This is an optimization exercise on Yosys and OpenROAD, whose aim is small area and a short achievable clock period, not a production implementation.
Only simulation tests tie the RTL to the original design; equivalence was not proved.

**design/flow/design.v**
```verilog
`default_nettype none
module sum_sq_diff (
    input  wire  [31:0] pix,    
    output logic [7:0]  av,     
    output logic [7:0]  ah,     
    output logic        neg     
);
    wire [7:0] top   = pix[31:24];
    wire [7:0] bot   = pix[23:16];
    wire [7:0] left  = pix[15:8];
    wire [7:0] right = pix[7:0];
    logic [8:0] dv, dh;
    always_comb begin
        dv  = {1'b0, bot} - {1'b0, top};
        dh  = {1'b0, right} - {1'b0, left};
        av  = dv[8] ? -dv[7:0] : dv[7:0];
        ah  = dh[8] ? -dh[7:0] : dh[7:0];
        neg = dv[8] ^ dh[8];
    end
endmodule
`default_nettype wire
`default_nettype none
module isqrt_step #(
    parameter int K = 0
) (
    input  wire  [12:0] root_i,
    input  wire  [13:0] rem_i,
    input  wire  [1:0]  pair,
    output logic [12:0] root_o,
    output logic [13:0] rem_o
);
    logic [15:0] cand;
    logic [15:0] trial;
    logic [16:0] diff;
    always_comb begin
        cand  = {rem_i, pair};
        trial = {1'b0, root_i, 2'b01};
        diff  = {1'b0, cand} - {1'b0, trial};
        if (!diff[16]) begin
            root_o = {root_i[11:0], 1'b1};
            rem_o  = diff[13:0];
        end else begin
            root_o = {root_i[11:0], 1'b0};
            rem_o  = cand[13:0];
        end
        rem_o = rem_o & ((14'd1 << (K + 2)) - 14'd1);
    end
endmodule
`default_nettype wire
`default_nettype none
module tan_div_step (
    input  wire  [7:0] rem_i,
    input  wire        bit_i,
    input  wire  [7:0] den,
    output logic       q,
    output logic [7:0] rem_o
);
    logic [9:0] diff;
    always_comb begin
        diff  = {1'b0, rem_i, bit_i} - {2'b0, den};
        q     = !diff[9];
        rem_o = diff[9] ? {rem_i[6:0], bit_i} : diff[7:0];
    end
endmodule
`default_nettype wire
`default_nettype none
module mag_cal (
    input  wire         clk,
    input  wire         rst,
    input  wire         in_valid,
    input  wire  [31:0] pix,
    output logic        res_valid,
    output logic [32:0] res         
);
    localparam int SQ_SEG   = 10;   
    localparam int DINIT_SEG = 9;   
    localparam logic [16*5-1:0] DIV_END = {5'd19, 5'd18, 5'd15, 5'd12, 5'd9, 5'd6, 5'd3,
                                           5'd0, 5'd0, 5'd0, 5'd0, 5'd0, 5'd0, 5'd0, 5'd0, 5'd0};
    localparam logic [16*4-1:0] SQ_END  = {4'd13, 4'd12, 4'd9, 4'd6, 4'd3,
                                           4'd0, 4'd0, 4'd0, 4'd0, 4'd0, 4'd0, 4'd0, 4'd0, 4'd0, 4'd0, 4'd0};
    logic [15:0]        valid_sr;
    logic [31:0]        pix_q;
    logic [15:1][7:0]   a_q, b_q;
    logic [15:1]        neg_q, sat_q;
    logic [15:1][7:0]   r_q;
    logic [15:1][18:0]  q_q;
    logic [15:1][25:0]  rad_q;
    logic [15:1][13:0]  rem_q;
    logic [15:1][12:0]  root_q;
    logic [7:0]  dr  [0:18];
    logic        dq  [0:18];
    logic [12:0] sro [0:12];
    logic [13:0] sre [0:12];
    always_ff @(posedge clk) begin
        if (!rst) valid_sr <= '0;
        else      valid_sr <= {valid_sr[14:0], in_valid};
    end
    assign res_valid = valid_sr[15];
    always_ff @(posedge clk) pix_q <= pix;
    logic [7:0] av0, ah0;
    logic       neg0;
    sum_sq_diff u_diff (.pix(pix_q), .av(av0), .ah(ah0), .neg(neg0));
    always_ff @(posedge clk) begin
        a_q[1]    <= av0;
        b_q[1]    <= ah0;
        neg_q[1]  <= neg0;
        sat_q[1]  <= 1'b0;
        r_q[1]    <= '0;
        q_q[1]    <= '0;
        rad_q[1]  <= '0;
        rem_q[1]  <= '0;
        root_q[1] <= '0;
    end
    for (genvar j = 1; j < 16; j++) begin : g_seg
        localparam int D0 = DIV_END[5*(j-1) +: 5];
        localparam int D1 = DIV_END[5*j +: 5];
        localparam int S0 = SQ_END[4*(j-1) +: 4];
        localparam int S1 = SQ_END[4*j +: 4];
        logic [7:0]  a, b, beff, r0;
        logic        sat;
        logic [25:0] rad;
        logic [18:0] q_in, q_out;
        logic [7:0]  r_out;
        logic [12:0] root_out;
        logic [13:0] rem_out;
        assign a = a_q[j];
        assign b = b_q[j];
        assign beff = {b[7:1], b[0] | ~|b};
        if (j == SQ_SEG) begin : g_sq
            logic [16:0] s;
            assign s   = {9'd0, a} * {9'd0, a} + {9'd0, b} * {9'd0, b};
            assign rad = {1'b0, s, 8'd0};
        end else begin : g_nsq
            assign rad = rad_q[j];
        end
        if (j == DINIT_SEG) begin : g_dinit
            assign sat  = ({3'd0, a[7:3]} >= b) && (a != 8'd0);
            assign r0   = {3'd0, a[7:3]};
            assign q_in = '0;
        end else begin : g_ndinit
            assign sat  = sat_q[j];
            assign r0   = r_q[j];
            assign q_in = q_q[j];
        end
        for (genvar k = D0; k < D1; k++) begin : g_div
            logic [7:0] rin;
            logic [18:0] aext;
            assign aext = {a[2:0], 16'd0};
            if (k == D0) begin : g_f
                assign rin = r0;
            end else begin : g_n
                assign rin = dr[k-1];
            end
            tan_div_step u_step (
                .rem_i (rin),
                .bit_i (aext[18-k]),
                .den   (beff),
                .q     (dq[k]),
                .rem_o (dr[k])
            );
        end
        for (genvar k = S0; k < S1; k++) begin : g_sqrt
            logic [12:0] root_in;
            logic [13:0] rem_in;
            if (k == S0) begin : g_f
                assign root_in = root_q[j];
                assign rem_in  = rem_q[j];
            end else begin : g_n
                assign root_in = sro[k-1];
                assign rem_in  = sre[k-1];
            end
            isqrt_step #(.K(k)) u_step (
                .root_i (root_in),
                .rem_i  (rem_in),
                .pair   (rad[25-2*k -: 2]),
                .root_o (sro[k]),
                .rem_o  (sre[k])
            );
        end
        always_comb begin
            q_out = q_in;
            for (int k = D0; k < D1; k++) q_out[18-k] = dq[k];
        end
        if (D1 > D0) begin : g_dr
            assign r_out = dr[D1-1];
        end else begin : g_ndr
            assign r_out = r0;
        end
        if (S1 > S0) begin : g_sr
            assign root_out = sro[S1-1];
            assign rem_out  = sre[S1-1];
        end else begin : g_nsr
            assign root_out = root_q[j];
            assign rem_out  = rem_q[j];
        end
        if (j < 15) begin : g_reg
            always_ff @(posedge clk) begin
                a_q[j+1]    <= a;
                b_q[j+1]    <= b;
                neg_q[j+1]  <= neg_q[j];
                sat_q[j+1]  <= sat;
                r_q[j+1]    <= r_out;
                q_q[j+1]    <= q_out;
                rad_q[j+1]  <= rad;
                rem_q[j+1]  <= rem_out;
                root_q[j+1] <= root_out;
            end
        end else begin : g_out
            logic [19:0] tan;
            always_comb begin
                if (sat)              tan = neg_q[j] ? 20'h80000 : 20'h7ffff;
                else if (neg_q[j])    tan = -{1'b0, q_out};
                else                  tan = {1'b0, q_out};
            end
            assign res = {root_out, tan};
        end
    end
endmodule
`default_nettype wire
`default_nettype none
module result_fifo (
    input  wire         clk,
    input  wire         rst,
    input  wire         push,
    input  wire  [32:0] din,
    input  wire         pop,
    input  wire         clear_ovf,
    output logic [32:0] head,
    output logic [4:0]  level,      
    output logic        overflow,   
    output logic        kept,
    output logic        dropped
);
    localparam int fifo_depth = 16;
    logic [32:0] mem [0:fifo_depth-1];
    logic [3:0]  wr_ptr;
    logic [3:0]  rd_ptr;
    logic        full;
    logic        do_push;
    logic        do_pop;
    assign full    = (level == 5'd16);
    assign do_push = push && !full;      
    assign do_pop  = pop && (level != '0);
    assign head    = mem[rd_ptr];
    always_ff @(posedge clk) begin
        if (do_push) begin
            mem[wr_ptr] <= din;
        end
    end
    always_ff @(posedge clk) begin
        if (!rst) begin
            wr_ptr   <= '0;
            rd_ptr   <= '0;
            level    <= '0;
            overflow <= 1'b0;
            kept     <= 1'b0;
            dropped  <= 1'b0;
        end else begin
            if (do_push) wr_ptr <= wr_ptr + 1'b1;   
            if (do_pop) rd_ptr <= rd_ptr + 1'b1;
            level   <= level + {4'd0, do_push} - {4'd0, do_pop};
            kept    <= do_push;
            dropped <= push && full;
            if (push && full) begin
                overflow <= 1'b1;
            end else if (clear_ovf) begin
                overflow <= 1'b0;
            end
        end
    end
endmodule
`default_nettype wire
`default_nettype none
module event_counter (
    input  wire         clk,
    input  wire         rst,
    input  wire         kept,
    input  wire         dropped,
    input  wire         clear,
    output logic [15:0] kept_cnt,
    output logic [15:0] dropped_cnt
);
    always_ff @(posedge clk) begin
        if (!rst || clear) begin
            kept_cnt    <= '0;
            dropped_cnt <= '0;
        end else begin
            if (kept && kept_cnt != '1) kept_cnt <= kept_cnt + 1'b1;   
            if (dropped && dropped_cnt != '1) dropped_cnt <= dropped_cnt + 1'b1;
        end
    end
endmodule
`default_nettype wire
`default_nettype none
module wb_regs_ctrl (
    input  wire         clk,
    input  wire         rst,
    input  wire         cyc,
    input  wire         stb,
    input  wire         we,
    input  wire  [1:0]  adr,
    input  wire  [31:0] dat_i,
    output logic [31:0] dat_o,
    output logic        ack,
    input  wire  [32:0] head,         
    input  wire  [4:0]  level,
    input  wire         overflow,
    input  wire  [15:0] kept_cnt,
    input  wire  [15:0] dropped_cnt,
    output logic        pop,
    output logic        clear
);
    localparam logic [1:0] reg_status = 2'd0;
    localparam logic [1:0] reg_mag    = 2'd1;
    localparam logic [1:0] reg_tan    = 2'd2;
    localparam logic [1:0] reg_counts = 2'd3;
    logic        empty;
    logic [31:0] rd_data;
    assign empty = (level == '0);
    always_comb begin
        case (adr)
            reg_status: rd_data = {23'd0, overflow, 3'd0, level};
            reg_mag:    rd_data = empty ? '0 : {19'd0, head[32:20]};
            reg_tan:    rd_data = empty ? '0 : {{12{head[19]}}, head[19:0]};
            default:    rd_data = {dropped_cnt, kept_cnt};
        endcase
    end
    always_ff @(posedge clk) begin
        if (!rst) begin
            ack   <= 1'b0;
            pop   <= 1'b0;
            clear <= 1'b0;
        end else begin
            ack   <= !ack && cyc && stb;
            pop   <= !ack && cyc && stb && !we && (adr == reg_tan) && !empty;
            clear <= !ack && cyc && stb && we && (adr == reg_status);
        end
    end
    always_ff @(posedge clk) begin
        dat_o <= we ? dat_i : rd_data;
    end
endmodule
`default_nettype wire
`default_nettype none
module grad_top (
    input  wire         clk,
    input  wire         rst,        
    input  wire         in_valid,
    input  wire  [31:0] in_pix,     
    input  wire         cyc,
    input  wire         stb,
    input  wire         we,
    input  wire  [1:0]  adr,
    input  wire  [31:0] dat_i,
    output logic [31:0] dat_o,
    output logic        ack
);
    logic        res_valid;
    logic [32:0] res;
    logic [32:0] head;
    logic [4:0]  level;
    logic        overflow;
    logic        kept;
    logic        dropped;
    logic [15:0] kept_cnt;
    logic [15:0] dropped_cnt;
    logic        pop;
    logic        clear;
    mag_cal u_mag_cal (
        .clk       (clk),
        .rst       (rst),
        .in_valid  (in_valid),
        .pix       (in_pix),
        .res_valid (res_valid),
        .res       (res)
    );
    result_fifo u_result_fifo (
        .clk       (clk),
        .rst       (rst),
        .push      (res_valid),
        .din       (res),
        .pop       (pop),
        .clear_ovf (clear),
        .head      (head),
        .level     (level),
        .overflow  (overflow),
        .kept      (kept),
        .dropped   (dropped)
    );
    event_counter u_event_counter (
        .clk         (clk),
        .rst         (rst),
        .kept        (kept),
        .dropped     (dropped),
        .clear       (clear),
        .kept_cnt    (kept_cnt),
        .dropped_cnt (dropped_cnt)
    );
    wb_regs_ctrl u_wb_regs_ctrl (
        .clk         (clk),
        .rst         (rst),
        .cyc         (cyc),
        .stb         (stb),
        .we          (we),
        .adr         (adr),
        .dat_i       (dat_i),
        .dat_o       (dat_o),
        .ack         (ack),
        .head        (head),
        .level       (level),
        .overflow    (overflow),
        .kept_cnt    (kept_cnt),
        .dropped_cnt (dropped_cnt),
        .pop         (pop),
        .clear       (clear)
    );
endmodule
`default_nettype wire
```
**design/flow/run.sh**
```bash
#!/bin/bash
# synth_recipe.tcl (not shown) runs the flow's synth.tcl, then flattens the netlist and writes it again
# the make line also repeats each setting of config.mk as NAME=value (left out here)
make -C /OpenROAD-flow-scripts/flow DESIGN_CONFIG=/design/flow/config.mk WORK_HOME=/design/flow/orfs CLKGATE_MAP_FILE= SYNTH_SCRIPT=/design/flow/synth_recipe.tcl finish
```
**design/flow/config.mk**
```make
export PLATFORM = sky130hd
export DESIGN_NAME = grad_top
export DESIGN_NICKNAME = grad_top
export VERILOG_FILES = /design/flow/design.v
export SDC_FILE = /design/flow/constraint.sdc
export NUM_CORES = 4
export LEC_CHECK = 0
export CAP_MARGIN = 20
export CORE_MARGIN = 2
export CORE_UTILIZATION = 40
export SLEW_MARGIN = 20
```
**design/flow/constraint.sdc**
```tcl
create_clock -name core_clock -period 55.0 [get_ports {clk}]
set_input_delay 11.0000 -clock core_clock [delete_from_list [all_inputs] [get_ports {clk}]]
set_output_delay 11.0000 -clock core_clock [all_outputs]
set_load 0.01 [all_outputs]
```
==> flow_metrics.env, run 1 <==
export IMPL_avgSynthCellArea_um2=12.5
export IMPL_setup_tns_final_ns=0
export IMPL_cts_max_level=3
export IMPL_core_area_um2=124000
export IMPL_ant_nets=0
export IMPL_maxCapViolations=0
export IMPL_gp_congestion=0.818
export IMPL_die_h_um=358
export IMPL_drv_slew=0
export IMPL_worst_setup_path_end_kind="register"
export IMPL_synth_edf_count=528
export IMPL_synth_common_cells="565 x dfxtp_1, 528 x edfxtp_1, 329 x ha_1, 329 x inv_1, 278 x nor2_1"
export IMPL_yosysUniqueCellTypes=86
export IMPL_worst_r2r_cell_count=31
export IMPL_cts_repair_resized=0
export IMPL_cts_sinks=1093
export IMPL_cp_slowest_cell="nor3b_1"
export IMPL_fin_ws_ns=42.03
export IMPL_clk_latency_ns=0.71
export IMPL_yosysSeqAreaShare_pct=54.3
export IMPL_arrival_ns=13.60
export IMPL_hold_path_class="reg2reg"
export IMPL_clkSlewWorstSetupHoldPaths_ns=0.06
export IMPL_synthesis_area_um2=50000
export IMPL_routed_wl_um=104000
export IMPL_yosysTopAreaCellShare_pct=31.7
export IMPL_portBuffers=104
export IMPL_wl_per_cell_um=17.8
export IMPL_grt_pass1_vias=30500
export IMPL_required_ns=55.64
export IMPL_grt_util_all_layers_pct=16.4
export IMPL_cp_max_fo=18
export IMPL_die_area_um2=128000
export IMPL_period_minus_slack_ns=12.97
export IMPL_grt_start_max_net_pins=57
export IMPL_first_pass_iters=6
export IMPL_crit_chain="clkdlybuf4s50_1 > nor3b_1 > a21oi_1 > a21oi_1"
export IMPL_diodes=0
export IMPL_post_cts_setup_buffers=0
export IMPL_overflow=0
export IMPL_critical_path_class="in2reg"
export IMPL_period_share_pct=23.6
export IMPL_route_detailed_drc=0
export IMPL_worst_slew_pin_transition_ns=1.12
export IMPL_numCtsBuffers=110
export IMPL_cts_tree="yes"
export IMPL_cts_root_buf="clkbuf_16"
export IMPL_final_setup_viol_count=0
export IMPL_seqCellArea_um2=27200
export IMPL_holdPathStages=0
export IMPL_numPlacedInstances=5675
export IMPL_multiInputGateArea_um2=21400
export IMPL_syn_inst=4001
export IMPL_synth_top_cell_by_area="edfxtp_1"
export IMPL_outcome="complete, no violations"
export IMPL_vias=30200
export IMPL_synthToLayoutAreaGrowth_pct=13.8
export IMPL_ys_warn_count=23
export IMPL_drtIter0Drc=1984
export IMPL_hpwl_um=67600
export IMPL_cpMostUsedCell="a21oi_1"
export IMPL_yosysMostFrequentCell="dfxtp_1"
export IMPL_slowest_delay_ns=0.88
export IMPL_fmax_mhz=77.1
export IMPL_clock_path_buffers=3
export IMPL_grt_antenna_before_repair=4
export IMPL_pin_count=105
export IMPL_cts_hold_buf=0
export IMPL_die_w_um=358
export IMPL_initial_core_util_pct=40.4
export IMPL_fill_cells=11100
export IMPL_synth_area_top_cells="edfxtp_1 32%, dfxtp_1 23%, ha_1 8.2%"
export IMPL_synth_seq_cells=1093
export IMPL_finish_net_count=4615
export IMPL_grt_pass1_wl_um=166000
export IMPL_num_rows=129
export IMPL_dpl_worst_slack_ns=41.26
export IMPL_viasPerCell=5.14
export IMPL_rsz0062_at_grt="false"
export IMPL_start_kind="input port"
export IMPL_slew_headroom_pct=25.4
export IMPL_synth_flop_cell="dfxtp_1"
export IMPL_clock_skew_ns=0.0232
export IMPL_layoutNonFillerInstCount=5885
export IMPL_synthArstFlopShare_pct=0
export IMPL_drive_gt1_share_pct=12.8
export IMPL_hold_viol=0
cells by family after synthesis:
| group | after synthesis | share of synthesized area, % |
|---|---|---|
| AO/OA/AOI/OAI | 692 | 8.91 |
| flip-flops | 1093 | 54.3 |
| adder cells (fa/ha/maj) | 393 | 10.8 |
| buffers and inverters | 435 | 3.35 |
| AND/OR/NAND/NOR | 867 | 8.41 |
| XOR/XNOR | 232 | 4.06 |
| other | 2 | 0.0150 |
| multiplexers | 287 | 10.2 |
flip-flops by register name, indices dropped and copies added, names as in the netlist, 5 cells and up, named ones only:
| signal | flops |
|---|---|
| u_wb_regs_ctrl.dat_o | 32 |
| u_mag_cal.pix_q | 32 |
| u_event_counter.dropped_cnt | 16 |
| u_result_fifo.level | 5 |
| u_result_fifo.mem | 528 |
| u_mag_cal.valid_sr | 16 |
| u_mag_cal.sat_q | 6 |
| u_mag_cal.b_q | 120 |
| u_event_counter.kept_cnt | 16 |
| u_mag_cal.a_q | 80 |
| u_mag_cal.neg_q | 15 |
| u_mag_cal.rad_q | 35 |
| u_mag_cal.r_q | 48 |
| u_mag_cal.rem_q | 33 |
| u_mag_cal.q_q | 63 |
| u_mag_cal.root_q | 30 |
worst max-delay path, delay by kind of cell:
kind                   cells  cell delay [ns]
AND/OR/NAND/NOR            1             0.88
AO/OA/AOI/OAI              2             0.88
buffers and inverters      1             0.84
routing by layer:
metal  up-vias  GRT usage [%]  share of wire, %
met5         -              0             0.020
met4         4           4.82               2.8
met3       193           3.29               5.2
met2       635           28.0                48
met1     14600           21.2                44
li1      14700              -                 -
area by class of cell:
type | count | area share [%]
clock buffers | 143 | 5.28
clock inverters | 67 | 1.37
inverters | 335 | 2.21
multi-input cells | 2474 | 37.6
flip-flops and latches | 1093 | 47.7
well taps | 1637 | 3.60
repair buffers | 136 | 2.24
per-stage QoR:
stage                     utilization [%]  cell area, µm²  hold WS, ns
after floorplan                         -           50000        0.310
after CTS                            45.9           56900        0.305
after detailed placement             42.8           53100        0.312
after global routing                 45.9           57000        0.309
after global placement               42.8           53100        0.310
final                                45.9           57000        0.311
path summary, 6_finish.rpt:
kind                              end  slack, ns         startpoint
max          u_wb_regs_ctrl.dat_o[28]      42.03             adr[1]
min                 u_mag_cal.b_q[23]       0.31  u_mag_cal.b_q[15]
max reg2reg         u_mag_cal.r_q[73]      46.89  u_mag_cal.b_q[70]
min reg2reg         u_mag_cal.b_q[23]       0.31  u_mag_cal.b_q[15]
cells in the final DEF (no fill, tap or decap), drive strengths merged, types with 105 or more instances in the layout:
cell type	instances
dfxtp	565
a21oi	195
clkbuf	143
xnor2	145
edfxtp	528
o21ai	156
nor2	279
mux2	105
ha	329
nand2	200
inv	341
mux4	165
==> run 2: changes to the inputs <==
--- a/design/flow/config.mk
+++ b/design/flow/config.mk
@@ -9,3 +9,4 @@
 export CORE_MARGIN = 2
-export CORE_UTILIZATION = 40
+export CORE_UTILIZATION = 70
+export CTS_BUF_LIST = sky130_fd_sc_hd__clkbuf_4 sky130_fd_sc_hd__clkbuf_8
 export SLEW_MARGIN = 20
==> run 2 against run 1 <==
  * Still clean on timing, DRC and antenna
  * Critical path depth fell by 3
  * Fmax increased by 2.3%
  * Clock skew up 0.025 ns
  * Largest cell class unchanged
==> flow_metrics.env, run 2 <==
export IMPL_outcome="complete, no violations"
export IMPL_cts_tree="yes"
export IMPL_synth_flop_cell="dfxtp_1"
export IMPL_yosysSeqAreaShare_pct=54.3
export IMPL_cts_hold_buf=0
export IMPL_initial_core_util_pct=70.4
export IMPL_mostFrequentLayoutCells="561 x dfxtp_1, 528 x edfxtp_1, 329 x inv_1, 329 x ha_1, 266 x nor2_1"
export IMPL_place_area_um2=52200
export IMPL_route_detailed_drc=0
export IMPL_largest_reg_flops=528
export IMPL_cts_root_buf="clkbuf_8"
export IMPL_overflow=0
export IMPL_synthToLayoutAreaGrowth_pct=12.0
export IMPL_met2WireLength_um=52000
export IMPL_numPlacedInstances=4988
export IMPL_gp_congestion=0.852
export IMPL_synth_seq_cells=1093
export IMPL_crit_cells=1
export IMPL_drtIter0Drc=2250
export IMPL_vias=31000
export IMPL_die_h_um=271
export IMPL_die_area_um2=73600
export IMPL_cp_max_fo=1
export IMPL_synth_area_top_cells="edfxtp_1 32%, dfxtp_1 23%, ha_1 8.2%"
export IMPL_clock_path_buffers=3
export IMPL_arrival_ns=1.67
export IMPL_clk_latency_ns=0.82
export IMPL_period_share_pct=23.0
export IMPL_hpwl_um=68400
export IMPL_period_minus_slack_ns=12.67
export IMPL_setup_worst_path_start="u_wb_regs_ctrl.dat_o[30]"
export IMPL_grt_antenna_before_repair=4
export IMPL_final_setup_viol_count=0
export IMPL_wl_met3_um=6050
export IMPL_numCtsBuffers=167
export IMPL_layoutNonFillerInstCount=5297
export IMPL_slew_headroom_pct=19.3
export IMPL_crit_family="buffers and inverters"
export IMPL_crit_end="dat_o[30]"
export IMPL_layout_commonest_cell="dfxtp_1"
export IMPL_syn_inst=4001
export IMPL_num_rows=98
export IMPL_drive_gt1_share_pct=15.3
export IMPL_reg_top3="u_result_fifo.mem x528, u_mag_cal.b_q x120, u_mag_cal.a_q x80"
export IMPL_regMostFlops="u_result_fifo.mem"
export IMPL_r2r_end="u_mag_cal.r_q[77]"
export IMPL_viasPerCell=5.85
export IMPL_dr_max_layer_used="met5"
export IMPL_hold_path_class="reg2reg"
export IMPL_die_w_um=271
export IMPL_ant_nets=0
export IMPL_hold_viol=0
export IMPL_whs_ns=0.299
export IMPL_pin_count=105
export IMPL_cts_repair_resized=0
export IMPL_portBuffers=104
export IMPL_worst_setup_path_end_kind="output port"
export IMPL_avgSynthCellArea_um2=12.5
export IMPL_crit_chain="clkdlybuf4s50_1"
export IMPL_yosysUniqueCellTypes=86
export IMPL_grt_pass1_wl_um=164000
export IMPL_path_buf_inv=1
export IMPL_synth_common_cells="565 x dfxtp_1, 528 x edfxtp_1, 329 x ha_1, 329 x inv_1, 278 x nor2_1"
export IMPL_ff2ff_setup_slack_ns=46.97
export IMPL_slowest_delay_ns=0.54
export IMPL_grt_util_all_layers_pct=28.4
export IMPL_worst_slew_pin_transition_ns=1.21
export IMPL_fmax_mhz=78.9
export IMPL_synth_edf_count=528
export IMPL_first_pass_iters=5
export IMPL_post_cts_setup_buffers=0
export IMPL_synth_top_cell_by_area="edfxtp_1"
export IMPL_drv_slew=0
export IMPL_yosysTopAreaCellShare_pct=31.7
export IMPL_routed_wl_um=103000
export IMPL_setup_tns_final_ns=0
export IMPL_clkSlewWorstSetupHoldPaths_ns=0.06
export IMPL_core_area_um2=71100
export IMPL_cts_max_level=4
export IMPL_ys_warn_count=23
export IMPL_cts_sinks=1093
export IMPL_critical_path_class="reg2out"
export IMPL_worst_r2r_cell_count=31
export IMPL_finish_net_count=4672
export IMPL_postLayoutCellArea_um2=56000
export IMPL_r2r_start="u_mag_cal.b_q[70]"
export IMPL_synthesis_area_um2=50000
export IMPL_grt_pass1_vias=31600
export IMPL_grt_start_max_net_pins=110
export IMPL_clock_skew_ns=0.0479
export IMPL_wirelength_met1_um=41900
export IMPL_start_kind="register"
export IMPL_maxCapViolations=0
export IMPL_synthArstFlopShare_pct=0
export IMPL_rsz0062_at_grt="false"
export IMPL_cp_slowest_cell="clkdlybuf4s50_1"
export IMPL_required_ns=44.00
export IMPL_wl_per_cell_um=19.4
export IMPL_yosysMostFrequentCell="dfxtp_1"
==> run 2: cell counts after synthesis <==
Identical to the previous run, type by type.
==> run 2: logic make-up after synthesis <==
logic type / Yosys count / synth area share (%)
flip-flops: 1093 / 54.3
AND/OR/NAND/NOR: 867 / 8.41
AO/OA/AOI/OAI: 692 / 8.91
buffers and inverters: 435 / 3.35
adder cells (fa/ha/maj): 393 / 10.8
multiplexers: 287 / 10.2
XOR/XNOR: 232 / 4.06
other: 2 / 0.0150
==> run 2: per-stage QoR <==
step	utilization, %	worst slack (ns)
floorplan	-	42.63
global placement	73.4	41.76
detailed placement	73.4	41.74
CTS	78.7	42.25
global route	78.8	42.25
finish	78.8	42.33
==> run 2: worst min-delay path by stage <==
stage | startpoint | to | slack (ns) | depth (start not counted)
global route | u_mag_cal.q_q[245] | u_mag_cal.q_q[264] | 0.31 | 0
floorplan | u_mag_cal.a_q[2] | u_mag_cal.a_q[10] | 0.31 | 0
CTS | u_mag_cal.rad_q[297] | u_mag_cal.rad_q[323] | 0.30 | 0
global placement | u_mag_cal.sat_q[11] | u_mag_cal.sat_q[12] | 0.31 | 0
detailed placement | u_mag_cal.b_q[26] | u_mag_cal.b_q[34] | 0.31 | 0
finish | u_mag_cal.rad_q[297] | u_mag_cal.rad_q[323] | 0.30 | 0
==> run 2: routing by layer <==
layer	track usage (%)	vias to the layer above
met3	5.28	189
met4	10.9	4
met1	35.3	15100
met5	0	-
met2	49.5	885
li1	-	14900
==> run 2: final cells by class <==
cell class	count	area (µm²)
diodes	1	2.50
clock buffers	260	3180
clock inverters	48	551
fillers	4320	15100
inverters	335	1260
multi-input cells	2474	21400
flip-flops and latches	1093	27200
well taps	950	1190
repair buffers	136	1290
==> run 3: changes to the inputs <==
--- a/design/flow/design.v
+++ b/design/flow/design.v
@@ -74,8 +74,8 @@
 );
-    localparam int SQ_SEG   = 10;   
-    localparam int DINIT_SEG = 9;   
-    localparam logic [16*5-1:0] DIV_END = {5'd19, 5'd18, 5'd15, 5'd12, 5'd9, 5'd6, 5'd3,
-                                           5'd0, 5'd0, 5'd0, 5'd0, 5'd0, 5'd0, 5'd0, 5'd0, 5'd0};
-    localparam logic [16*4-1:0] SQ_END  = {4'd13, 4'd12, 4'd9, 4'd6, 4'd3,
-                                           4'd0, 4'd0, 4'd0, 4'd0, 4'd0, 4'd0, 4'd0, 4'd0, 4'd0, 4'd0, 4'd0};
+    localparam int SQ_SEG   = 12;   
+    localparam int DINIT_SEG = 11;  
+    localparam logic [16*5-1:0] DIV_END = {5'd19, 5'd16, 5'd12, 5'd8, 5'd4,
+                                           5'd0, 5'd0, 5'd0, 5'd0, 5'd0, 5'd0, 5'd0, 5'd0, 5'd0, 5'd0, 5'd0};
+    localparam logic [16*4-1:0] SQ_END  = {4'd13, 4'd11, 4'd8, 4'd4,
+                                           4'd0, 4'd0, 4'd0, 4'd0, 4'd0, 4'd0, 4'd0, 4'd0, 4'd0, 4'd0, 4'd0, 4'd0};
     logic [15:0]        valid_sr;
@@ -130,3 +130,9 @@
             logic [16:0] s;
-            assign s   = {9'd0, a} * {9'd0, a} + {9'd0, b} * {9'd0, b};
+            always_comb begin
+                s = '0;
+                for (int i = 0; i < 8; i++) begin
+                    s = s + ((a[i] ? ({9'd0, a} >> (i + 1) << 2 | 17'd1) : 17'd0) << (2 * i));
+                    s = s + ((b[i] ? ({9'd0, b} >> (i + 1) << 2 | 17'd1) : 17'd0) << (2 * i));
+                end
+            end
             assign rad = {1'b0, s, 8'd0};
--- a/design/flow/config.mk
+++ b/design/flow/config.mk
@@ -10,3 +10,2 @@
 export CORE_UTILIZATION = 70
-export CTS_BUF_LIST = sky130_fd_sc_hd__clkbuf_4 sky130_fd_sc_hd__clkbuf_8
 export SLEW_MARGIN = 20
==> run 3 against run 2 <==
  * Utilization increased by 0.61 points
  * Worst hold slack improved by 0.023 ns
  * Area after synthesis down 6.4%
  * Via count is 2.2% lower
==> flow_metrics.env, run 3 <==
export IMPL_first_pass_iters=6
export IMPL_postLayoutCellArea_um2=52400
export IMPL_cts_max_level=3
export IMPL_grt_pass1_vias=30800
export IMPL_cts_repair_resized=0
export IMPL_worst_slew_pin_transition_ns=1.08
export IMPL_numCtsBuffers=99
export IMPL_ff2ff_setup_slack_ns=43.88
export IMPL_pin_count=105
export IMPL_clk_latency_ns=0.66
export IMPL_synth_top_cell_by_area="edfxtp_1"
export IMPL_holdPathStages=0
export IMPL_hold_path_class="reg2reg"
export IMPL_min_delay_start="u_mag_cal.sat_q[14]"
export IMPL_overflow=0
export IMPL_drive_gt1_share_pct=13.1
export IMPL_ys_warn_count=23
export IMPL_die_h_um=263
export IMPL_largest_reg_flops=528
export IMPL_reg_top3="u_result_fifo.mem x528, u_mag_cal.b_q x120, u_mag_cal.a_q x96"
export IMPL_hpwl_um=68000
export IMPL_synthArstFlopShare_pct=0
export IMPL_finish_net_count=4216
export IMPL_avgSynthCellArea_um2=12.9
export IMPL_place_area_um2=49000
export IMPL_synthesis_area_um2=46800
export IMPL_syn_inst=3639
export IMPL_outcome="complete, no violations"
export IMPL_cts_tree="yes"
export IMPL_grt_start_max_net_pins=65
export IMPL_required_ns=55.57
export IMPL_viasPerCell=6.40
export IMPL_yosysMostFrequentCell="edfxtp_1"
export IMPL_setup_tns_final_ns=0
export IMPL_initial_core_util_pct=71.0
export IMPL_hold_viol=0
export IMPL_yosysTopAreaCellShare_pct=33.8
export IMPL_cts_root_buf="clkbuf_16"
export IMPL_synth_area_top_cells="edfxtp_1 34%, dfxtp_1 21%, mux4_2 7.9%"
export IMPL_num_rows=94
export IMPL_period_share_pct=23.3
export IMPL_cp_max_fo=20
export IMPL_maxCapViolations=0
export IMPL_worst_r2r_cell_count=48
export IMPL_clkSlewWorstSetupHoldPaths_ns=0.06
export IMPL_mostFrequentLayoutCells="528 x edfxtp_1, 497 x dfxtp_1, 296 x ha_1"
export IMPL_portBuffers=104
export IMPL_yosysSeqAreaShare_pct=55.3
export IMPL_fmax_mhz=78.0
export IMPL_vias=30300
export IMPL_clock_path_buffers=3
export IMPL_cts_sinks=1030
export IMPL_synth_common_cells="528 x edfxtp_1, 502 x dfxtp_1, 296 x ha_1"
export IMPL_slew_headroom_pct=28.2
export IMPL_drv_slew=0
export IMPL_route_detailed_drc=0
export IMPL_grt_antenna_before_repair=2
export IMPL_die_area_um2=69000
export IMPL_r2r_end="u_mag_cal.r_q[91]"
export IMPL_cts_hold_buf=0
export IMPL_arrival_ns=13.39
export IMPL_routed_wl_um=111000
export IMPL_drtIter0Drc=2886
export IMPL_r2r_start="u_mag_cal.b_q[81]"
export IMPL_critical_path_class="in2reg"
export IMPL_layout_commonest_cell="edfxtp_1"
export IMPL_ant_nets=0
export IMPL_final_setup_viol_count=0
export IMPL_grt_util_all_layers_pct=32.3
export IMPL_rsz0062_at_grt="false"
export IMPL_period_minus_slack_ns=12.81
export IMPL_wl_per_cell_um=23.4
export IMPL_regMostFlops="u_result_fifo.mem"
export IMPL_worst_setup_path_end_kind="register"
export IMPL_worst_hold_path_endpoint="u_mag_cal.sat_q[15]"
export IMPL_whs_ns=0.322
export IMPL_gp_congestion=0.909
export IMPL_synth_edf_count=528
export IMPL_clock_skew_ns=0.0320
export IMPL_grt_pass1_wl_um=173000
export IMPL_synth_flop_cell="edfxtp_1"
export IMPL_yosysUniqueCellTypes=88
export IMPL_start_kind="input port"
export IMPL_fill_cells=3585
export IMPL_final_util_pct=79.4
export IMPL_synthToLayoutAreaGrowth_pct=11.8
export IMPL_core_area_um2=66000
export IMPL_post_cts_setup_buffers=0
export IMPL_synth_seq_cells=1030
export IMPL_die_w_um=263
run 3: critical path: stages:
cell             delay, ns
clkdlybuf4s50_1       0.77
nor3b_1               0.83
a21oi_1               0.51
a21oi_1               0.27
run 3: area by class of cell:
cell class	instances	area (µm²)	share of cell area, %
flip-flops and latches	1030	25900	49.5
well taps	864	1080	2.06
repair buffers	137	1280	2.45
clock inverters	60	617	1.18
inverters	287	1080	2.06
diodes	1	2.50	0.00478
clock buffers	124	2700	5.16
multi-input cells	2234	19700	37.6
run 3: stage by stage:
step	setup slack, ns	std cells
2_1_floorplan	42.63	3639
3_3_place_gp	41.64	4547
3_5_place_dp	41.59	4547
4_1_cts	42.26	4731
5_1_grt	42.03	4736
6_report	42.19	4737
run 3: how the worst max path moves through the flow:
| stage | start | to | slack (ns) | cells after the start |
|---|---|---|---|---|
| after floorplan | adr[1] | u_wb_regs_ctrl.dat_o[21] | 42.63 | 5 |
| after global placement | adr[1] | u_wb_regs_ctrl.dat_o[29] | 41.64 | 4 |
| after detailed placement | adr[0] | u_wb_regs_ctrl.dat_o[23] | 41.59 | 4 |
| after CTS | adr[1] | u_wb_regs_ctrl.dat_o[23] | 42.26 | 4 |
| after global routing | adr[0] | u_wb_regs_ctrl.dat_o[23] | 42.03 | 4 |
| final | adr[0] | u_wb_regs_ctrl.dat_o[23] | 42.19 | 4 |
run 3: layer usage:
metal  part of all wire [%]  wire length (µm)  global-route usage (%)
met5                  0.015                17                       0
met3                    7.2              7960                    4.92
met1                     38             42000                    40.5
met2                     51             56600                    56.6
met4                    3.9              4310                    12.5
run 3: cell families after synthesis:
logic type	after synthesis	share of synthesized area, %
DFF	1030	55.3
and+or+nand+nor	743	7.90
AOI/OAI and AO/OA	672	9.35
buffers and inverters	375	3.03
adders and majority gates	355	10.4
muxes	266	10.3
xor gates and xnor gates	197	3.68
other	1	0.00801
==> run 4: changes to the inputs <==
==> design/flow/flow/run.sh (new file) <==
#!/bin/bash
# Own layout flow: the standard ORFS flow, step by step, with
#  - the I/O port buffers as buf_4 cells instead of ORFS's default pick,
#  - no dummy loads in the clock tree.
# Each step's full output goes to a log file of its own in this folder.
set -uo pipefail
cd "$(dirname "$0")/.."
MARGIN=${MARGIN:-$(cat flow/margin.txt 2>/dev/null || echo 0)}
export BUFFER_PORTS_ARGS="-buffer_cell sky130_fd_sc_hd__buf_4"
export SETUP_SLACK_MARGIN=$MARGIN
bash standard.sh synth > flow_synth.log 2>&1 || { tail -50 flow_synth.log; exit 1; }
bash standard.sh floorplan > flow_floorplan.log 2>&1 || { tail -50 flow_floorplan.log; exit 1; }
bash standard.sh place > flow_place.log 2>&1 || { tail -50 flow_place.log; exit 1; }
bash standard.sh cts > flow_cts.log 2>&1 || { tail -50 flow_cts.log; exit 1; }
bash standard.sh route > flow_route.log 2>&1 || { tail -50 flow_route.log; exit 1; }
bash standard.sh finish > flow_finish.log 2>&1 || { tail -50 flow_finish.log; exit 1; }
ls -la out/
==> design/flow/flow/margin.txt (new file) <==
42
==> design/flow/standard.sh (new file) <==
#!/bin/bash
# synth_recipe.tcl (not shown) runs the flow's synth.tcl, then flattens the netlist and writes it again
# the make line also repeats each setting of config.mk as NAME=value (left out here)
make -C /OpenROAD-flow-scripts/flow DESIGN_CONFIG=/design/flow/config.mk WORK_HOME=/design/flow/orfs CLKGATE_MAP_FILE= SYNTH_SCRIPT=/design/flow/synth_recipe.tcl "${@:-finish}"
removed: design/flow/run.sh
==> run 4 against run 3 <==
  * Still clean
  * Register-to-register slack worse by 0.42 ns
  * First-iteration DRC count down 5.8%
  * Worst hold slack worse by 0.0015 ns
  * Sequential share of layout area up 0.14 points
  * Utilization down 0.22 points
  * Final cell count about the same
  * Critical path type is now reg2out
  * Largest cell class unchanged
  * Highest routed layer unchanged
==> flow_metrics.env, run 4 <==
export IMPL_clk_latency_ns=0.67
export IMPL_numCtsBuffers=100
export IMPL_yosysSeqAreaShare_pct=55.3
export IMPL_mostFrequentLayoutCells="528 x edfxtp_1, 498 x dfxtp_1, 296 x ha_1"
export IMPL_viasPerCell=6.33
export IMPL_worst_hold_path_endpoint="u_mag_cal.b_q[13]"
export IMPL_slew_headroom_pct=22.6
export IMPL_grt_pass1_wl_um=172000
export IMPL_grt_antenna_before_repair=1
export IMPL_worst_r2r_cell_count=49
export IMPL_finish_net_count=4217
export IMPL_die_w_um=263
export IMPL_r2r_start="u_mag_cal.b_q[86]"
export IMPL_crit_chain="buf_4"
export IMPL_hpwl_um=67100
export IMPL_crit_cells=1
export IMPL_outcome="complete, no violations"
export IMPL_largest_reg_flops=528
export IMPL_grt_pass1_vias=31000
export IMPL_min_delay_start="u_mag_cal.b_q[5]"
export IMPL_path_buf_inv=1
export IMPL_wl_per_cell_um=23.0
export IMPL_crit_family="flip-flops"
export IMPL_final_setup_viol_count=0
export IMPL_ant_nets=0
export IMPL_slowest_delay_ns=0.31
export IMPL_fill_cells=3672
export IMPL_grt_util_all_layers_pct=31.9
export IMPL_synth_seq_cells=1030
export IMPL_diodes=0
export IMPL_ys_warn_count=23
export IMPL_routed_wl_um=109000
export IMPL_regMostFlops="u_result_fifo.mem"
export IMPL_core_area_um2=66000
export IMPL_cts_max_level=3
export IMPL_die_h_um=263
export IMPL_gp_congestion=0.916
export IMPL_yosysTopAreaCellShare_pct=33.8
export IMPL_reg_top3="u_result_fifo.mem x528, u_mag_cal.b_q x120, u_mag_cal.a_q x96"
export IMPL_num_rows=94
export IMPL_post_cts_setup_buffers=0
export IMPL_portBuffers=104
export IMPL_critical_path_class="reg2out"
export IMPL_cts_sinks=1030
export IMPL_worst_slew_pin_transition_ns=1.16
export IMPL_route_detailed_drc=0
export IMPL_period_minus_slack_ns=12.11
export IMPL_fmax_mhz=82.5
export IMPL_grt_start_max_net_pins=61
export IMPL_synth_top_cell_by_area="edfxtp_1"
export IMPL_synthToLayoutAreaGrowth_pct=11.5
export IMPL_cp_max_fo=1
export IMPL_setup_tns_final_ns=0
export IMPL_clkSlewWorstSetupHoldPaths_ns=0.06
export IMPL_required_ns=44.00
export IMPL_worst_setup_path_end_kind="output port"
export IMPL_cts_hold_buf=0
export IMPL_final_util_pct=79.2
export IMPL_holdPathStages=0
export IMPL_yosysUniqueCellTypes=88
export IMPL_arrival_ns=1.11
export IMPL_drtIter0Drc=2718
export IMPL_ff2ff_setup_slack_ns=43.46
export IMPL_synthesis_area_um2=46800
export IMPL_layout_commonest_cell="edfxtp_1"
export IMPL_maxCapViolations=0
export IMPL_period_share_pct=22.0
export IMPL_pin_count=105
export IMPL_clock_path_buffers=3
export IMPL_yosysMostFrequentCell="edfxtp_1"
export IMPL_synth_flop_cell="edfxtp_1"
export IMPL_synth_area_top_cells="edfxtp_1 34%, dfxtp_1 21%, mux4_2 7.9%"
export IMPL_first_pass_iters=12
export IMPL_hold_viol=0
export IMPL_cts_tree="yes"
export IMPL_initial_core_util_pct=71.0
export IMPL_cts_repair_resized=0
export IMPL_cts_root_buf="clkbuf_16"
export IMPL_cp_slowest_cell="dfxtp_1"
export IMPL_hold_path_class="reg2reg"
export IMPL_rsz0062_at_grt="false"
export IMPL_vias=30000
export IMPL_r2r_end="u_mag_cal.r_q[94]"
export IMPL_drive_gt1_share_pct=15.7
export IMPL_synth_common_cells="528 x edfxtp_1, 502 x dfxtp_1, 296 x ha_1"
export IMPL_syn_inst=3639
export IMPL_avgSynthCellArea_um2=12.9
export IMPL_synthArstFlopShare_pct=0
export IMPL_synth_edf_count=528
export IMPL_start_kind="register"
export IMPL_overflow=0
export IMPL_drv_slew=0
export IMPL_clock_skew_ns=0.0308
export IMPL_die_area_um2=69000
==> run 4: how the worst max path moves through the flow <==
stage,startpoint,end,slack [ns]
after global placement,adr[1],u_wb_regs_ctrl.dat_o[24],42.49
after global routing,u_mag_cal.b_q[81],u_mag_cal.r_q[94],42.53
final,u_wb_regs_ctrl.dat_o[7],dat_o[7],42.89
after detailed placement,adr[1],u_wb_regs_ctrl.dat_o[25],42.43
after CTS,u_wb_regs_ctrl.dat_o[7],dat_o[7],42.85
after floorplan,adr[1],u_wb_regs_ctrl.dat_o[21],42.63
==> run 4: layer usage <==
layer,up-vias,part of all wire (%),GRT usage (%)
met5,-,0.011,0
met4,2,3.7,11.6
met3,283,7.2,4.93
met2,1298,51,56.7
met1,14800,38,39.7
li1,13600,-,-
==> run 4: cell families after synthesis <==
group | count (synthesis) | synth area share, %
AO/OA/AOI/OAI | 672 | 9.35
XOR/XNOR | 197 | 3.68
adder cells (fa/ha/maj) | 355 | 10.4
buffers and inverters | 375 | 3.03
flip-flops | 1030 | 55.3
multiplexers | 266 | 10.3
other | 1 | 0.00801
AND/OR/NAND/NOR | 743 | 7.90
==> run 4: area by class of cell <==
cell class / count / area, µm² / share of cell area, %
Sequential cell: 1030 / 25900 / 49.6
Timing Repair Buffer: 137 / 1030 / 1.96
Tap cell: 864 / 1080 / 2.07
Clock buffer: 124 / 2700 / 5.16
Multi-Input combinational cell: 2234 / 19700 / 37.7
Clock inverter: 60 / 762 / 1.46
Inverter: 287 / 1080 / 2.06
==> run 4: through the flow <==
stage | setup slack (ns) | hold WS, ns | std cells | instance area, µm²
6_report | 42.89 | 0.321 | 4736 | 52200
5_1_grt | 42.53 | 0.326 | 4736 | 52200
4_1_cts | 42.85 | 0.318 | 4733 | 52200
3_5_place_dp | 42.43 | 0.312 | 4549 | 48700
3_3_place_gp | 42.49 | 0.310 | 4548 | 48700
2_1_floorplan | 42.63 | 0.310 | 3639 | 46800
==> run 5: changes to the inputs <==
--- a/design/flow/design.v
+++ b/design/flow/design.v
@@ -249,3 +249,6 @@
     assign do_pop  = pop && (level != '0);
-    assign head    = mem[rd_ptr];
+    always_comb begin
+        head = '0;
+        for (int i = 0; i < fifo_depth; i++) head = head | (mem[i] & {33{rd_ptr == 4'(i)}});
+    end
     always_ff @(posedge clk) begin
==> design/flow/flow/margin.txt (replaced) <==
43
--- a/design/flow/config.mk
+++ b/design/flow/config.mk
@@ -10,2 +10,4 @@
 export CORE_UTILIZATION = 70
+export CTS_CLUSTER_DIAMETER = 80
+export CTS_CLUSTER_SIZE = 30
 export SLEW_MARGIN = 20
==> run 5 against run 4 <==
  * Still clean
  * Non-clock buffer count up 5
  * Cell area down 5.6%
  * Critical endpoint is now dat_o[8]
  * Largest cell class unchanged
==> flow_metrics.env, run 5 <==
export IMPL_outcome="complete, no violations"
export IMPL_r2r_start="u_mag_cal.b_q[86]"
export IMPL_ff2ff_setup_slack_ns=44.23
export IMPL_grt_pass1_wl_um=166000
export IMPL_drtIter0Drc=2955
export IMPL_worst_setup_path_end_kind="output port"
export IMPL_synth_common_cells="528 x edfxtp_1, 498 x dfxtp_1, 299 x ha_1"
export IMPL_cts_max_level=2
export IMPL_final_setup_viol_count=0
export IMPL_die_h_um=260
export IMPL_worst_hold_path_endpoint="u_mag_cal.a_q[68]"
export IMPL_synth_flop_cell="edfxtp_1"
export IMPL_min_delay_start="u_mag_cal.a_q[60]"
export IMPL_hold_path_class="reg2reg"
export IMPL_hpwl_um=69100
export IMPL_clkSlewWorstSetupHoldPaths_ns=0.11
export IMPL_start_kind="register"
export IMPL_first_pass_iters=6
export IMPL_cts_tree="yes"
export IMPL_drive_gt1_share_pct=10.3
export IMPL_yosysUniqueCellTypes=104
export IMPL_crit_chain="buf_6"
export IMPL_synth_area_top_cells="edfxtp_1 35%, dfxtp_1 22%, ha_1 8.2%"
export IMPL_ant_nets=0
export IMPL_grt_start_max_net_pins=52
export IMPL_holdPathStages=0
export IMPL_core_area_um2=64600
export IMPL_numCtsBuffers=45
export IMPL_slew_headroom_pct=27.1
export IMPL_regMostFlops="u_result_fifo.mem"
export IMPL_wl_per_cell_um=22.3
export IMPL_synthToLayoutAreaGrowth_pct=7.69
export IMPL_hold_viol=0
export IMPL_arrival_ns=1.09
export IMPL_synthesis_area_um2=45800
export IMPL_synth_seq_cells=1026
export IMPL_layout_commonest_cell="edfxtp_1"
export IMPL_pin_count=105
export IMPL_worst_slew_pin_transition_ns=1.06
export IMPL_largest_reg_flops=528
export IMPL_grt_util_all_layers_pct=31.7
export IMPL_grt_pass1_vias=30400
export IMPL_multiInputGateArea_um2=18600
export IMPL_fill_cells=4055
export IMPL_yosysTopAreaCellShare_pct=34.6
export IMPL_cp_max_fo=1
export IMPL_yosysSeqAreaShare_pct=56.4
export IMPL_path_buf_inv=1
export IMPL_die_area_um2=67500
export IMPL_route_detailed_drc=0
export IMPL_synthArstFlopShare_pct=0
export IMPL_r2r_end="u_mag_cal.r_q[91]"
export IMPL_finish_net_count=4342
export IMPL_required_ns=44.00
export IMPL_yosysMostFrequentCell="edfxtp_1"
export IMPL_mostFrequentLayoutCells="528 x edfxtp_1, 466 x dfxtp_1, 299 x ha_1"
export IMPL_avgSynthCellArea_um2=11.9
export IMPL_syn_inst=3844
export IMPL_setup_worst_path_start="u_wb_regs_ctrl.dat_o[8]"
export IMPL_synth_edf_count=528
export IMPL_overflow=0
export IMPL_initial_core_util_pct=70.9
export IMPL_num_rows=93
export IMPL_portBuffers=104
export IMPL_worst_r2r_cell_count=46
export IMPL_cp_slowest_cell="dfxtp_2"
export IMPL_clk_latency_ns=0.64
export IMPL_maxCapViolations=0
export IMPL_crit_family="flip-flops"
export IMPL_fmax_mhz=82.7
export IMPL_cts_sinks=1026
export IMPL_rsz0062_at_grt="true"
export IMPL_routed_wl_um=107000
export IMPL_viasPerCell=6.35
export IMPL_final_util_pct=76.4
export IMPL_period_share_pct=22.0
export IMPL_reg_top3="u_result_fifo.mem x528, u_mag_cal.b_q x120, u_mag_cal.a_q x96"
export IMPL_grt_antenna_before_repair=5
export IMPL_cts_root_buf="clkbuf_16"
export IMPL_setup_tns_final_ns=0
export IMPL_drv_slew=0
export IMPL_clock_path_buffers=3
export IMPL_synth_top_cell_by_area="edfxtp_1"
export IMPL_vias=30500
export IMPL_ys_warn_count=23
export IMPL_gp_congestion=0.921
export IMPL_post_cts_setup_buffers=0
export IMPL_die_w_um=260
export IMPL_cts_hold_buf=0
export IMPL_seqCellArea_um2=25900
export IMPL_period_minus_slack_ns=12.09
export IMPL_clock_skew_ns=0.0490
export IMPL_slowest_delay_ns=0.34
export IMPL_critical_path_class="reg2out"
## run 5: cell count changes after synthesis, sizes merged, moves of 15 or more
cell	before	now
clkbuf	63	96
a22o	8	90
nor3	57	72
nand4	13	42
a21oi	208	184
a22oi	8	84
o21ai	135	154
a221oi	12	97
nor2	206	243
mux4	165	3
## run 5: cells by family (layout without fill, tap and decap cells)
kind of cell               count (synthesis)  count (layout)  share of synthesized area [%]
muxes                                    116             116                           2.94
other                                      1               2                        0.00819
xor gates and xnor gates                 190             190                           3.63
adders and majority gates                358             358                           10.7
AOI/OAI and AO/OA                        909             909                           13.9
buffers and inverters                    416             518                           3.49
and+or+nand+nor                          828             828                           8.91
DFF                                     1026            1026                           56.4
## run 5: worst max-delay path by stage
stage / end / slack [ns] / cells after the start
after floorplan: u_wb_regs_ctrl.dat_o[1] / 43.02 / 3
after global placement: u_wb_regs_ctrl.dat_o[30] / 42.46 / 4
after detailed placement: u_wb_regs_ctrl.dat_o[26] / 42.40 / 4
after CTS: dat_o[1] / 42.89 / 1
after global routing: dat_o[8] / 42.87 / 1
final: dat_o[8] / 42.91 / 1
## run 5: final cells by class
type	count	share of cell area, %
Clock inverter	14	0.441
Inverter	295	2.24
Antenna cell	1	0.00507
Clock buffer	67	2.58
Multi-Input combinational cell	2402	37.7
Tap cell	855	2.17
Sequential cell	1026	52.4
Timing Repair Buffer	142	2.41
## run 5: timing repair
item / in CTS / in global routing
endpoints found under the setup margin: 33 / 46
gates resized for setup: 54 / 12
endpoints found under the hold margin: 0 / 0
## run 5: metal layers
layer / GRT usage, % / routed length (µm) / up-vias / share of wire [%]
met5: 0 / 49 / - / 0.046
met4: 9.91 / 3420 / 8 / 3.2
met3: 5.51 / 9290 / 270 / 8.7
met2: 55.4 / 53100 / 1411 / 50
met1: 40.3 / 41400 / 14700 / 39
li1: - / - / 14100 / -
## run 5: per-stage QoR
stage	worst slack (ns)	area (µm²)	hold WS, ns	std cells
2_1_floorplan	43.02	45800	0.310	3844
3_3_place_gp	42.46	47600	0.310	4719
3_5_place_dp	42.40	47600	0.312	4719
4_1_cts	42.89	49200	0.308	4800
5_1_grt	42.87	49300	0.326	4801
6_report	42.91	49300	0.315	4802
==> run 6: changes to the inputs <==
--- a/design/flow/design.v
+++ b/design/flow/design.v
@@ -57,7 +57,14 @@
 );
-    logic [9:0] diff;
+    logic [8:0] x;
+    logic [8:0] d;
+    logic [9:0] c;    
     always_comb begin
-        diff  = {1'b0, rem_i, bit_i} - {2'b0, den};
-        q     = !diff[9];
-        rem_o = diff[9] ? {rem_i[6:0], bit_i} : diff[7:0];
+        x    = {rem_i, bit_i};
+        c[0] = 1'b1;
+        for (int i = 0; i < 9; i++) begin
+            d[i]   = x[i] ^ (i < 8 ? ~den[i] : 1'b1) ^ c[i];
+            c[i+1] = (x[i] & (i < 8 ? ~den[i] : 1'b1)) | (c[i] & (x[i] ^ (i < 8 ? ~den[i] : 1'b1)));
+        end
+        q     = c[9];
+        rem_o = c[9] ? d[7:0] : x[7:0];
     end
@@ -75,5 +82,5 @@
     localparam int SQ_SEG   = 12;   
-    localparam int DINIT_SEG = 11;  
-    localparam logic [16*5-1:0] DIV_END = {5'd19, 5'd16, 5'd12, 5'd8, 5'd4,
-                                           5'd0, 5'd0, 5'd0, 5'd0, 5'd0, 5'd0, 5'd0, 5'd0, 5'd0, 5'd0, 5'd0};
+    localparam int DINIT_SEG = 9;   
+    localparam logic [16*5-1:0] DIV_END = {5'd19, 5'd17, 5'd15, 5'd12, 5'd9, 5'd6, 5'd3,
+                                           5'd0, 5'd0, 5'd0, 5'd0, 5'd0, 5'd0, 5'd0, 5'd0, 5'd0};
     localparam logic [16*4-1:0] SQ_END  = {4'd13, 4'd11, 4'd8, 4'd4,
==> run 6 against run 5 <==
  * Still clean on timing, DRC and antenna
  * Clock-buffer cell count shrank 6
  * Cell area shrank 3.1%
  * Die area shrank 3.4%
  * Synthesized cell count shrank 13%
  * Critical path type unchanged
==> flow_metrics.env, run 6 <==
export IMPL_rsz0062_at_grt="true"
export IMPL_grt_antenna_before_repair=0
export IMPL_clock_skew_ns=0.0363
export IMPL_crit_family="flip-flops"
export IMPL_whs_ns=0.309
export IMPL_yosysUniqueCellTypes=83
export IMPL_fmax_mhz=82.7
export IMPL_fin_ws_ns=42.91
export IMPL_worst_slew_pin_transition_ns=1.10
export IMPL_grt_pass1_vias=27100
export IMPL_synthToLayoutAreaGrowth_pct=8.04
export IMPL_clkSlewWorstSetupHoldPaths_ns=0.11
export IMPL_cts_max_level=2
export IMPL_overflow=0
export IMPL_maxCapViolations=0
export IMPL_synth_edf_count=528
export IMPL_layout_commonest_cell="edfxtp_1"
export IMPL_wl_per_cell_um=22.6
export IMPL_hold_viol=0
export IMPL_min_delay_start="u_mag_cal.b_q[31]"
export IMPL_yosysMostFrequentCell="dfxtp_1"
export IMPL_mostFrequentLayoutCells="528 x edfxtp_1, 505 x dfxtp_1, 256 x inv_1"
export IMPL_synth_seq_cells=1066
export IMPL_post_cts_setup_buffers=0
export IMPL_r2r_end="u_mag_cal.r_q[100]"
export IMPL_avgSynthCellArea_um2=13.2
export IMPL_synthArstFlopShare_pct=0
export IMPL_worst_hold_path_endpoint="u_mag_cal.b_q[39]"
export IMPL_clk_latency_ns=0.64
export IMPL_cts_root_buf="clkbuf_16"
export IMPL_cp_slowest_cell="dfxtp_2"
export IMPL_first_pass_iters=7
export IMPL_worst_setup_path_end_kind="output port"
export IMPL_portBuffers=104
export IMPL_route_detailed_drc=0
export IMPL_path_buf_inv=1
export IMPL_period_minus_slack_ns=12.09
export IMPL_worst_r2r_cell_count=32
export IMPL_initial_core_util_pct=70.5
export IMPL_required_ns=44.00
export IMPL_synth_flop_cell="dfxtp_1"
export IMPL_pin_count=105
export IMPL_synthesis_area_um2=44200
export IMPL_r2r_start="u_mag_cal.b_q[90]"
export IMPL_routed_wl_um=97000
export IMPL_holdPathStages=0
export IMPL_cts_sinks=1066
export IMPL_synth_top_cell_by_area="edfxtp_1"
export IMPL_period_share_pct=22.0
export IMPL_hpwl_um=61600
export IMPL_critical_path_class="reg2out"
export IMPL_grt_pass1_wl_um=151000
export IMPL_ff2ff_setup_slack_ns=43.65
export IMPL_outcome="complete, no violations"
export IMPL_vias=26800
export IMPL_finish_net_count=3841
export IMPL_setup_worst_path_start="u_wb_regs_ctrl.dat_o[3]"
export IMPL_gp_congestion=0.860
export IMPL_yosysTopAreaCellShare_pct=35.8
export IMPL_setup_tns_final_ns=0
export IMPL_crit_chain="buf_6"
export IMPL_arrival_ns=1.09
export IMPL_slew_headroom_pct=26.5
export IMPL_regMostFlops="u_result_fifo.mem"
export IMPL_yosysSeqAreaShare_pct=60.2
export IMPL_grt_util_all_layers_pct=29.7
export IMPL_reg_top3="u_result_fifo.mem x528, u_mag_cal.b_q x120, u_mag_cal.a_q x96"
export IMPL_numCtsBuffers=45
export IMPL_diodes=0
export IMPL_cp_max_fo=1
export IMPL_num_rows=92
export IMPL_drv_slew=0
export IMPL_viasPerCell=6.25
export IMPL_die_h_um=255
export IMPL_clock_path_buffers=3
export IMPL_synth_area_top_cells="edfxtp_1 36%, dfxtp_1 24%, fa_1 7.5%"
export IMPL_syn_inst=3341
export IMPL_die_area_um2=65200
export IMPL_ant_nets=0
export IMPL_core_area_um2=62700
export IMPL_start_kind="register"
export IMPL_drtIter0Drc=2567
export IMPL_final_setup_viol_count=0
export IMPL_drive_gt1_share_pct=10.8
export IMPL_fill_cells=3896
export IMPL_die_w_um=255
export IMPL_largest_reg_flops=528
export IMPL_grt_start_max_net_pins=53
export IMPL_synth_common_cells="538 x dfxtp_1, 528 x edfxtp_1, 256 x inv_1"
export IMPL_slowest_delay_ns=0.34
export IMPL_hold_path_class="reg2reg"
export IMPL_cts_tree="yes"
export IMPL_ys_warn_count=23
export IMPL_dpl_worst_slack_ns=42.44
[run 6: cells by family (layout without fill, tap and decap cells)]
kind of cell / count (synthesis) / count (layout) / share of synthesized area, %
XOR/XNOR: 132 / 132 / 2.61
buffers and inverters: 376 / 480 / 3.20
AO/OA/AOI/OAI: 647 / 647 / 10.7
multiplexers: 153 / 153 / 3.77
adder cells (fa/ha/maj): 351 / 351 / 12.7
flip-flops: 1066 / 1066 / 60.2
AND/OR/NAND/NOR: 616 / 616 / 6.85
[run 6: how the worst max path moves through the flow]
stage                                to  slack, ns  cells after the start
4_1_cts                       dat_o[24]      42.89                      1
2_1_floorplan   u_wb_regs_ctrl.dat_o[1]      43.02                      3
3_5_place_dp   u_wb_regs_ctrl.dat_o[19]      42.44                      5
5_1_grt                             ack      42.88                      1
3_3_place_gp   u_wb_regs_ctrl.dat_o[23]      42.49                      5
6_report                       dat_o[3]      42.91                      1
[run 6: cell type report]
cell class                 count  area [µm²]  share of cell area (%)
clock inverter                13         219                   0.458
multi-input combinational   1899       16400                    34.3
tap                          846        1060                    2.21
sequential                  1066       26700                    55.8
timing repair buffer         145        1210                    2.53
clock buffer                  61        1250                    2.61
inverter                     261         980                    2.05
[run 6: repair_timing]
action,CTS,global route
gates resized for setup,51,16
endpoints found under the setup margin,33,46
hold buffers,0,0
[run 6: through the flow]
stage	instance area, µm²	std cells	util, %
floorplan	44300	3341	-
global placement	46100	4216	73.4
detailed placement	46100	4216	73.4
CTS	47700	4290	76.0
global route	47800	4291	76.2
finish	47800	4291	76.2
[run 6: routing by layer]
metal	global-route usage [%]	vias up	routed length (µm)
met4	10.7	0	3530
met2	51.7	1290	48600
met3	4.52	232	8200
met1	38.1	13100	36600
li1	-	12200	-
met5	0	-	0

==> what the ideal ports hide <==
The results above use ideal ports. As a check the final layouts listed here were re-extracted and re-timed, cells and wires unchanged. Step 1, drivers: a clkbuf_16 drives clk and a buf_2 each remaining input, both assumed. Step 2 moves the port delays by t, midway between the first and last clock arrival at a register: inputs arrive t later, outputs are due t later. That takes back most of the time a late clock gives input paths. Three values: ideal ports, drivers, drivers and shift; two values: the first two.
run	t, ns	setup WS [ns]	worst slew at a driven data input, ns
run 1	0.775	42.033 / 42.068 / 41.293	0.05
run 2	0.860	42.327 / 42.261 / 41.624	0.05
run 3	0.710	42.185 / 42.225 / 41.515	0.05
run 4	0.722	42.885 / 42.820 / 42.333	0.05
run 5	0.683	42.909 / 42.842 / 42.478	0.04
run 6	0.682	42.911 / 42.850 / 42.687	0.05
After both steps every run listed still meets setup and hold. The setup slack of run 1, which loses most, moves by +0.035 ns with the drivers and by -0.740 ns with both steps.
